From an optimization exercise on the open Yosys and OpenROAD flow, aimed at small area; shortcuts taken in it are not production practice.
At most, simulation tests tie the RTL to the original design; equivalence was not proved.
Power is estimated from default activity; no workload was simulated.

==> flow/design.v <==
package firPkg;
    typedef logic signed [17:0] sampleT;    
    localparam logic [107:0] InitCoef0 = {
        18'h01111, 18'h03333, 18'h0999a, 18'h26667, 18'h19999, 18'h06666
    };
    localparam logic [89:0] InitCoef1 = {
        18'h3c000, 18'h10000, 18'h09999, 18'h06666, 18'h03333
    };
endpackage
`timescale 1ns/10ps
module firChannel #(
    parameter int              N        = 6,
    parameter int              Base     = 0,
    parameter logic [18*N-1:0] InitCoef = '0
) (
    input  logic        iClk,
    input  logic        iRst,
    input  logic        iChanged,
    input  logic [17:0] iData,
    input  logic        iCoefWrEn,
    input  logic [3:0]  iCoefWrAddr,
    input  logic [17:0] iCoefWrData,
    output logic        oChanged,
    output logic [17:0] oData
);
    logic [2:0]  ph;           
    logic        togQ;         
    logic        busy;         
    logic        act;          
    logic [3:0]  rnd;          
    logic        fin;          
    logic [2:0]  vcnt;         
    logic        newS;
    logic        lastPh;
    logic        first;
    logic        go;
    logic        nValid;
    logic        lastGo;
    logic        busyNext;
    logic        actNext;
    logic        goNext;
    logic        bOne;
    logic        bTwo;
    logic        bNeg;
    logic [17:0] coef;
    assign newS   = iChanged ^ togQ;
    assign lastPh = (ph == 3'(N - 1));
    assign first  = (ph == 3'd0);
    assign go     = busy & (act | first);
    assign lastGo   = go & lastPh & (rnd == 4'd8);
    assign busyNext = newS | (busy & ~lastGo);
    assign actNext  = (act | go) & ~lastGo;
    assign goNext   = busyNext & (actNext | lastPh);
    assign nValid   = goNext & (lastPh | ({1'b0, vcnt} + {1'b0, ph} >= 4'(N)));
    always_ff @(posedge iClk or posedge iRst) begin
        if (iRst) begin
            ph <= '0;
            togQ <= 1'b0;
            busy <= 1'b0;
            act <= 1'b0;
            rnd <= '0;
            fin <= 1'b0;
            oChanged <= 1'b0;
            vcnt <= '0;
        end else begin
            ph <= lastPh ? '0 : ph + 1'b1;
            togQ <= iChanged;
            fin <= 1'b0;
            if (newS) begin
                busy <= 1'b1;
                if (vcnt != 3'(N))
                    vcnt <= vcnt + 1'b1;
            end
            if (go)
                act <= 1'b1;
            if (go & lastPh) begin
                rnd <= rnd + 1'b1;
                if (rnd == 4'd8) begin
                    busy <= 1'b0;
                    act <= 1'b0;
                    rnd <= '0;
                    fin <= 1'b1;
                end
            end
            if (fin)
                oChanged <= ~oChanged;
        end
    end
    coefRing #(.N(N), .Base(Base), .InitCoef(InitCoef)) uCoef (
        .iClk, .iRst, .ph, .iCoefWrEn, .iCoefWrAddr, .iCoefWrData, .head(coef)
    );
    sampleRing #(.N(N)) uSamp (
        .iClk, .newS, .iData, .go, .lastPh, .rndZero(rnd == 4'd0), .nValid,
        .bOne, .bTwo, .bNeg
    );
    macUnit uMac (
        .iClk, .shiftIn(busy & first & act), .zeroIn(iRst | (busy & first & ~act)),
        .bOne, .bTwo, .bNeg, .coef, .result(oData)
    );
endmodule
`timescale 1ns/10ps
module sampleRing #(
    parameter int N = 6
) (
    input  logic        iClk,
    input  logic        newS,       
    input  logic [17:0] iData,
    input  logic        go,         
    input  logic        lastPh,     
    input  logic        rndZero,    
    input  logic        nValid,     
    output logic        bOne,       
    output logic        bTwo,       
    output logic        bNeg        
);
    logic [17:0] sampQ [N];
    logic [17:0] w;
    logic [2:0]  nd;                
    always_ff @(posedge iClk) begin
        if (newS)
            sampQ[0] <= iData;
        else if (go)
            sampQ[0] <= {sampQ[N-1][1:0], sampQ[N-1][17:2]};
        for (int i = 1; i < N; i++)
            if (newS | go)
                sampQ[i] <= sampQ[i-1];
    end
    always_comb begin
        w = sampQ[N-1];
        if (!go)
            nd = {(newS ? iData[1:0] : sampQ[0][1:0]), 1'b0};    
        else if (lastPh)
            nd = {w[3:2], w[1]};                                  
        else
            nd = {w[1:0], rndZero ? 1'b0 : w[17]};
    end
    always_ff @(posedge iClk) begin
        bOne <= nValid & (nd[1] ^ nd[0]);
        bTwo <= nValid & ((nd[2] & ~nd[1] & ~nd[0]) | (~nd[2] & nd[1] & nd[0]));
        bNeg <= nValid & nd[2];
    end
endmodule
`timescale 1ns/10ps
module coefRing #(
    parameter int              N        = 6,
    parameter int              Base     = 0,
    parameter logic [18*N-1:0] InitCoef = '0
) (
    input  logic        iClk,
    input  logic        iRst,
    input  logic [2:0]  ph,
    input  logic        iCoefWrEn,
    input  logic [3:0]  iCoefWrAddr,
    input  logic [17:0] iCoefWrData,
    output logic [17:0] head
);
    function automatic int tapOf(input int p);
        tapOf = (p == 0) ? 0 : N - p;
    endfunction
    logic [17:0] coefQ [N];
    logic [17:0] wdHi;
    logic [17:0] wdLo;
    assign wdHi = iCoefWrData | {18{iRst}};
    assign wdLo = iCoefWrData & ~{18{iRst}};
    logic [3:0] tap;
    logic [3:0] pos;
    logic       hit;
    always_comb begin
        tap = iCoefWrAddr - 4'(Base);
        hit = iCoefWrEn && (tap < 4'(N));
        pos = tap + {1'b0, ph};
        if (pos >= 4'(N))
            pos = pos - 4'(N);
        pos = 4'(N - 1) - pos;
    end
    for (genvar i = 0; i < N; i++) begin : gCoef
        logic        we;
        logic [17:0] wd;
        logic [17:0] initV;
        assign initV = InitCoef[18*tapOf(i) +: 18];
        assign wd = (initV & wdHi) | (~initV & wdLo);
        assign we = iRst | (hit && pos == 4'(i));
        always_ff @(posedge iClk)
            coefQ[i] <= we ? wd : coefQ[(i + 1) % N];
    end
    assign head = coefQ[0];
endmodule
`timescale 1ns/10ps
module macUnit (
    input  logic        iClk,
    input  logic        shiftIn,    
    input  logic        zeroIn,     
    input  logic        bOne,
    input  logic        bTwo,
    input  logic        bNeg,
    input  logic [17:0] coef,
    output logic [17:0] result
);
    logic [21:0] acc;
    logic [21:0] mag;
    logic [21:0] bx;
    logic [21:0] accIn;
    logic [21:0] sum;
    logic        cy;
    logic        cy0;
    logic        cy1;
    logic [10:0] hi0;
    logic [10:0] hi1;
    always_comb begin
        mag = '0;
        if (bOne)
            mag = {{4{coef[17]}}, coef};
        else if (bTwo)
            mag = {{3{coef[17]}}, coef, 1'b0};
        bx = mag ^ {22{bNeg}};
        if (shiftIn)
            accIn = {{2{acc[21]}}, acc[21:2]};
        else if (zeroIn)
            accIn = '0;
        else
            accIn = acc;
        cy = bNeg;
        for (int i = 0; i < 11; i++) begin
            sum[i] = accIn[i] ^ bx[i] ^ cy;
            cy = (accIn[i] & bx[i]) | (accIn[i] & cy) | (bx[i] & cy);
        end
        cy0 = 1'b0;
        cy1 = 1'b1;
        for (int i = 11; i < 22; i++) begin
            hi0[i-11] = accIn[i] ^ bx[i] ^ cy0;
            cy0 = (accIn[i] & bx[i]) | (accIn[i] & cy0) | (bx[i] & cy0);
            hi1[i-11] = accIn[i] ^ bx[i] ^ cy1;
            cy1 = (accIn[i] & bx[i]) | (accIn[i] & cy1) | (bx[i] & cy1);
        end
        sum[21:11] = cy ? hi1 : hi0;
    end
    always_ff @(posedge iClk)
        acc <= sum;
    assign result = acc[17:0];
endmodule
`timescale 1ns/10ps
module firEngine (
    input  logic           iClk,
    input  logic           iRst,
    input  logic           iData0Changed,    
    input  firPkg::sampleT iData0,
    input  logic           iData1Changed,
    input  firPkg::sampleT iData1,
    input  logic           iCoefWrEn,
    input  logic [3:0]     iCoefWrAddr,
    input  firPkg::sampleT iCoefWrData,
    output logic           oData0Changed,    
    output firPkg::sampleT oData0,
    output logic           oData1Changed,
    output firPkg::sampleT oData1
);
    firChannel #(.N(6), .Base(0), .InitCoef(firPkg::InitCoef0)) uCh0 (
        .iClk, .iRst, .iChanged(iData0Changed), .iData(iData0),
        .iCoefWrEn, .iCoefWrAddr, .iCoefWrData,
        .oChanged(oData0Changed), .oData(oData0)
    );
    firChannel #(.N(5), .Base(8), .InitCoef(firPkg::InitCoef1)) uCh1 (
        .iClk, .iRst, .iChanged(iData1Changed), .iData(iData1),
        .iCoefWrEn, .iCoefWrAddr, .iCoefWrData,
        .oChanged(oData1Changed), .oData(oData1)
    );
endmodule
export LEC_CHECK = 0
export ABC_AREA = 1
export CAP_MARGIN = 20
export CORE_MARGIN = 2
export CORE_UTILIZATION = 65
export SLEW_MARGIN = 20
create_clock -name core_clock -period 8.0 [get_ports {iClk}]
standard.sh (not shown) runs the stock make flow with config.mk's settings and CLKGATE_MAP_FILE= SYNTH_SCRIPT=/design/flow/synth_recipe.tcl, a recipe that flattens the netlist after the stock synthesis.
==> flow/flow/run.sh <==
#!/bin/bash
# Standard ORFS layout with these changes: ports are buffered with the smallest
# buffer, and clock tree synthesis adds no dummy loads and clusters up to 18
# flip-flops on each leaf buffer. Each tool's full log is under orfs/logs/;
# make's output is in standard.log.
set -euo pipefail
export BUFFER_PORTS_ARGS="-buffer_cell sky130_fd_sc_hd__buf_1"
export CTS_ARGS="-sink_clustering_enable -repair_clock_nets -dont_use_dummy_load -buf_list {sky130_fd_sc_hd__clkbuf_4 sky130_fd_sc_hd__clkbuf_8} -sink_clustering_size 18 -sink_clustering_max_diameter 70"
bash standard.sh > standard.log 2>&1
==> next run, changes <==
--- a/flow/design.v
+++ b/flow/design.v
@@ -26,11 +26,11 @@
     logic [2:0]  ph;           
     logic        togQ;         
     logic        busy;         
     logic        act;          
     logic [3:0]  rnd;          
-    logic        fin;          
+    logic [1:0]  fin;          
     logic [2:0]  vcnt;         
     logic        newS;
     logic        lastPh;
     logic        first;
     logic        go;
@@ -57,17 +57,17 @@
             ph <= '0;
             togQ <= 1'b0;
             busy <= 1'b0;
             act <= 1'b0;
             rnd <= '0;
-            fin <= 1'b0;
+            fin <= '0;
             oChanged <= 1'b0;
             vcnt <= '0;
         end else begin
             ph <= lastPh ? '0 : ph + 1'b1;
             togQ <= iChanged;
-            fin <= 1'b0;
+            fin <= {1'b0, fin[1]};
             if (newS) begin
                 busy <= 1'b1;
                 if (vcnt != 3'(N))
                     vcnt <= vcnt + 1'b1;
             end
@@ -77,14 +77,14 @@
                 rnd <= rnd + 1'b1;
                 if (rnd == 4'd8) begin
                     busy <= 1'b0;
                     act <= 1'b0;
                     rnd <= '0;
-                    fin <= 1'b1;
+                    fin[1] <= 1'b1;
                 end
             end
-            if (fin)
+            if (fin[0])
                 oChanged <= ~oChanged;
         end
     end
     coefRing #(.N(N), .Base(Base), .InitCoef(InitCoef)) uCoef (
         .iClk, .iRst, .ph, .iCoefWrEn, .iCoefWrAddr, .iCoefWrData, .head(coef)
@@ -195,19 +195,19 @@
     input  logic        bNeg,
     input  logic [17:0] coef,
     output logic [17:0] result
 );
     logic [21:0] acc;
+    logic        pc;         
+    logic        pcNext;
     logic [21:0] mag;
     logic [21:0] bx;
     logic [21:0] accIn;
+    logic [1:0]  midIn;      
+    logic        hiCin;
     logic [21:0] sum;
     logic        cy;
-    logic        cy0;
-    logic        cy1;
-    logic [10:0] hi0;
-    logic [10:0] hi1;
     always_comb begin
         mag = '0;
         if (bOne)
             mag = {{4{coef[17]}}, coef};
         else if (bTwo)
@@ -217,27 +217,35 @@
             accIn = {{2{acc[21]}}, acc[21:2]};
         else if (zeroIn)
             accIn = '0;
         else
             accIn = acc;
+        if (shiftIn) begin
+            midIn = acc[12:11] + {1'b0, pc};
+            hiCin = acc[12] & acc[11] & pc;
+        end else begin
+            midIn = accIn[10:9];
+            hiCin = pc & ~zeroIn;
+        end
         cy = bNeg;
         for (int i = 0; i < 11; i++) begin
+            logic a;
+            a = (i >= 9) ? midIn[i-9] : accIn[i];
+            sum[i] = a ^ bx[i] ^ cy;
+            cy = (a & bx[i]) | (a & cy) | (bx[i] & cy);
+        end
+        pcNext = cy;
+        cy = hiCin;
+        for (int i = 11; i < 22; i++) begin
             sum[i] = accIn[i] ^ bx[i] ^ cy;
             cy = (accIn[i] & bx[i]) | (accIn[i] & cy) | (bx[i] & cy);
         end
-        cy0 = 1'b0;
-        cy1 = 1'b1;
-        for (int i = 11; i < 22; i++) begin
-            hi0[i-11] = accIn[i] ^ bx[i] ^ cy0;
-            cy0 = (accIn[i] & bx[i]) | (accIn[i] & cy0) | (bx[i] & cy0);
-            hi1[i-11] = accIn[i] ^ bx[i] ^ cy1;
-            cy1 = (accIn[i] & bx[i]) | (accIn[i] & cy1) | (bx[i] & cy1);
-        end
-        sum[21:11] = cy ? hi1 : hi0;
-    end
-    always_ff @(posedge iClk)
+    end
+    always_ff @(posedge iClk) begin
         acc <= sum;
+        pc <= pcNext;
+    end
     assign result = acc[17:0];
 endmodule
 `timescale 1ns/10ps
 module firEngine (
     input  logic           iClk,
Count of clock-buffer cells in the layout is higher by 3. Area after synthesis is higher by 1.3%. Sequential power barely changes. Total power is lower by 1.1%. Cell area is higher by 1.3%. Routed wire length is higher by 7.5%. Worst setup slack is better by 670 ps.
For the second run of this note, only the layout was checked, not whether the RTL still works.

afterwards: timing with drivers on the ports:
How much do the figures lean on ideal ports? The routed layouts below were timed once more, with nothing changed but the port constraints. Step 1 assumes that a clkbuf_16 drives the clock port and a buf_2 every other input. Step 2 moves the port delays by t, midway between the first and last clock arrival at a register: inputs arrive t later, outputs are due t later. That takes back most of the time a late clock gives input paths. a / b / c = ideal / step 1 / step 2; a / b = the first two.
run | shift t [ns] | setup WS [ns] | hold WS [ns] | worst data-port slew with drivers (ns) | cell pins on the clock port's net
the first run | 0.657 | 0.966 / 0.995 / 0.338 | 0.403 / 0.403 / 0.403 | 0.06 | 1
the second run | 0.583 | 1.636 / 1.668 / 1.085 | 0.374 / 0.374 / 0.374 | 0.05 | 1
After both steps every run listed still meets setup and hold. For the first run, which loses most, drivers alone change the setup slack by +0.029 ns; drivers and shift together by -0.628 ns.
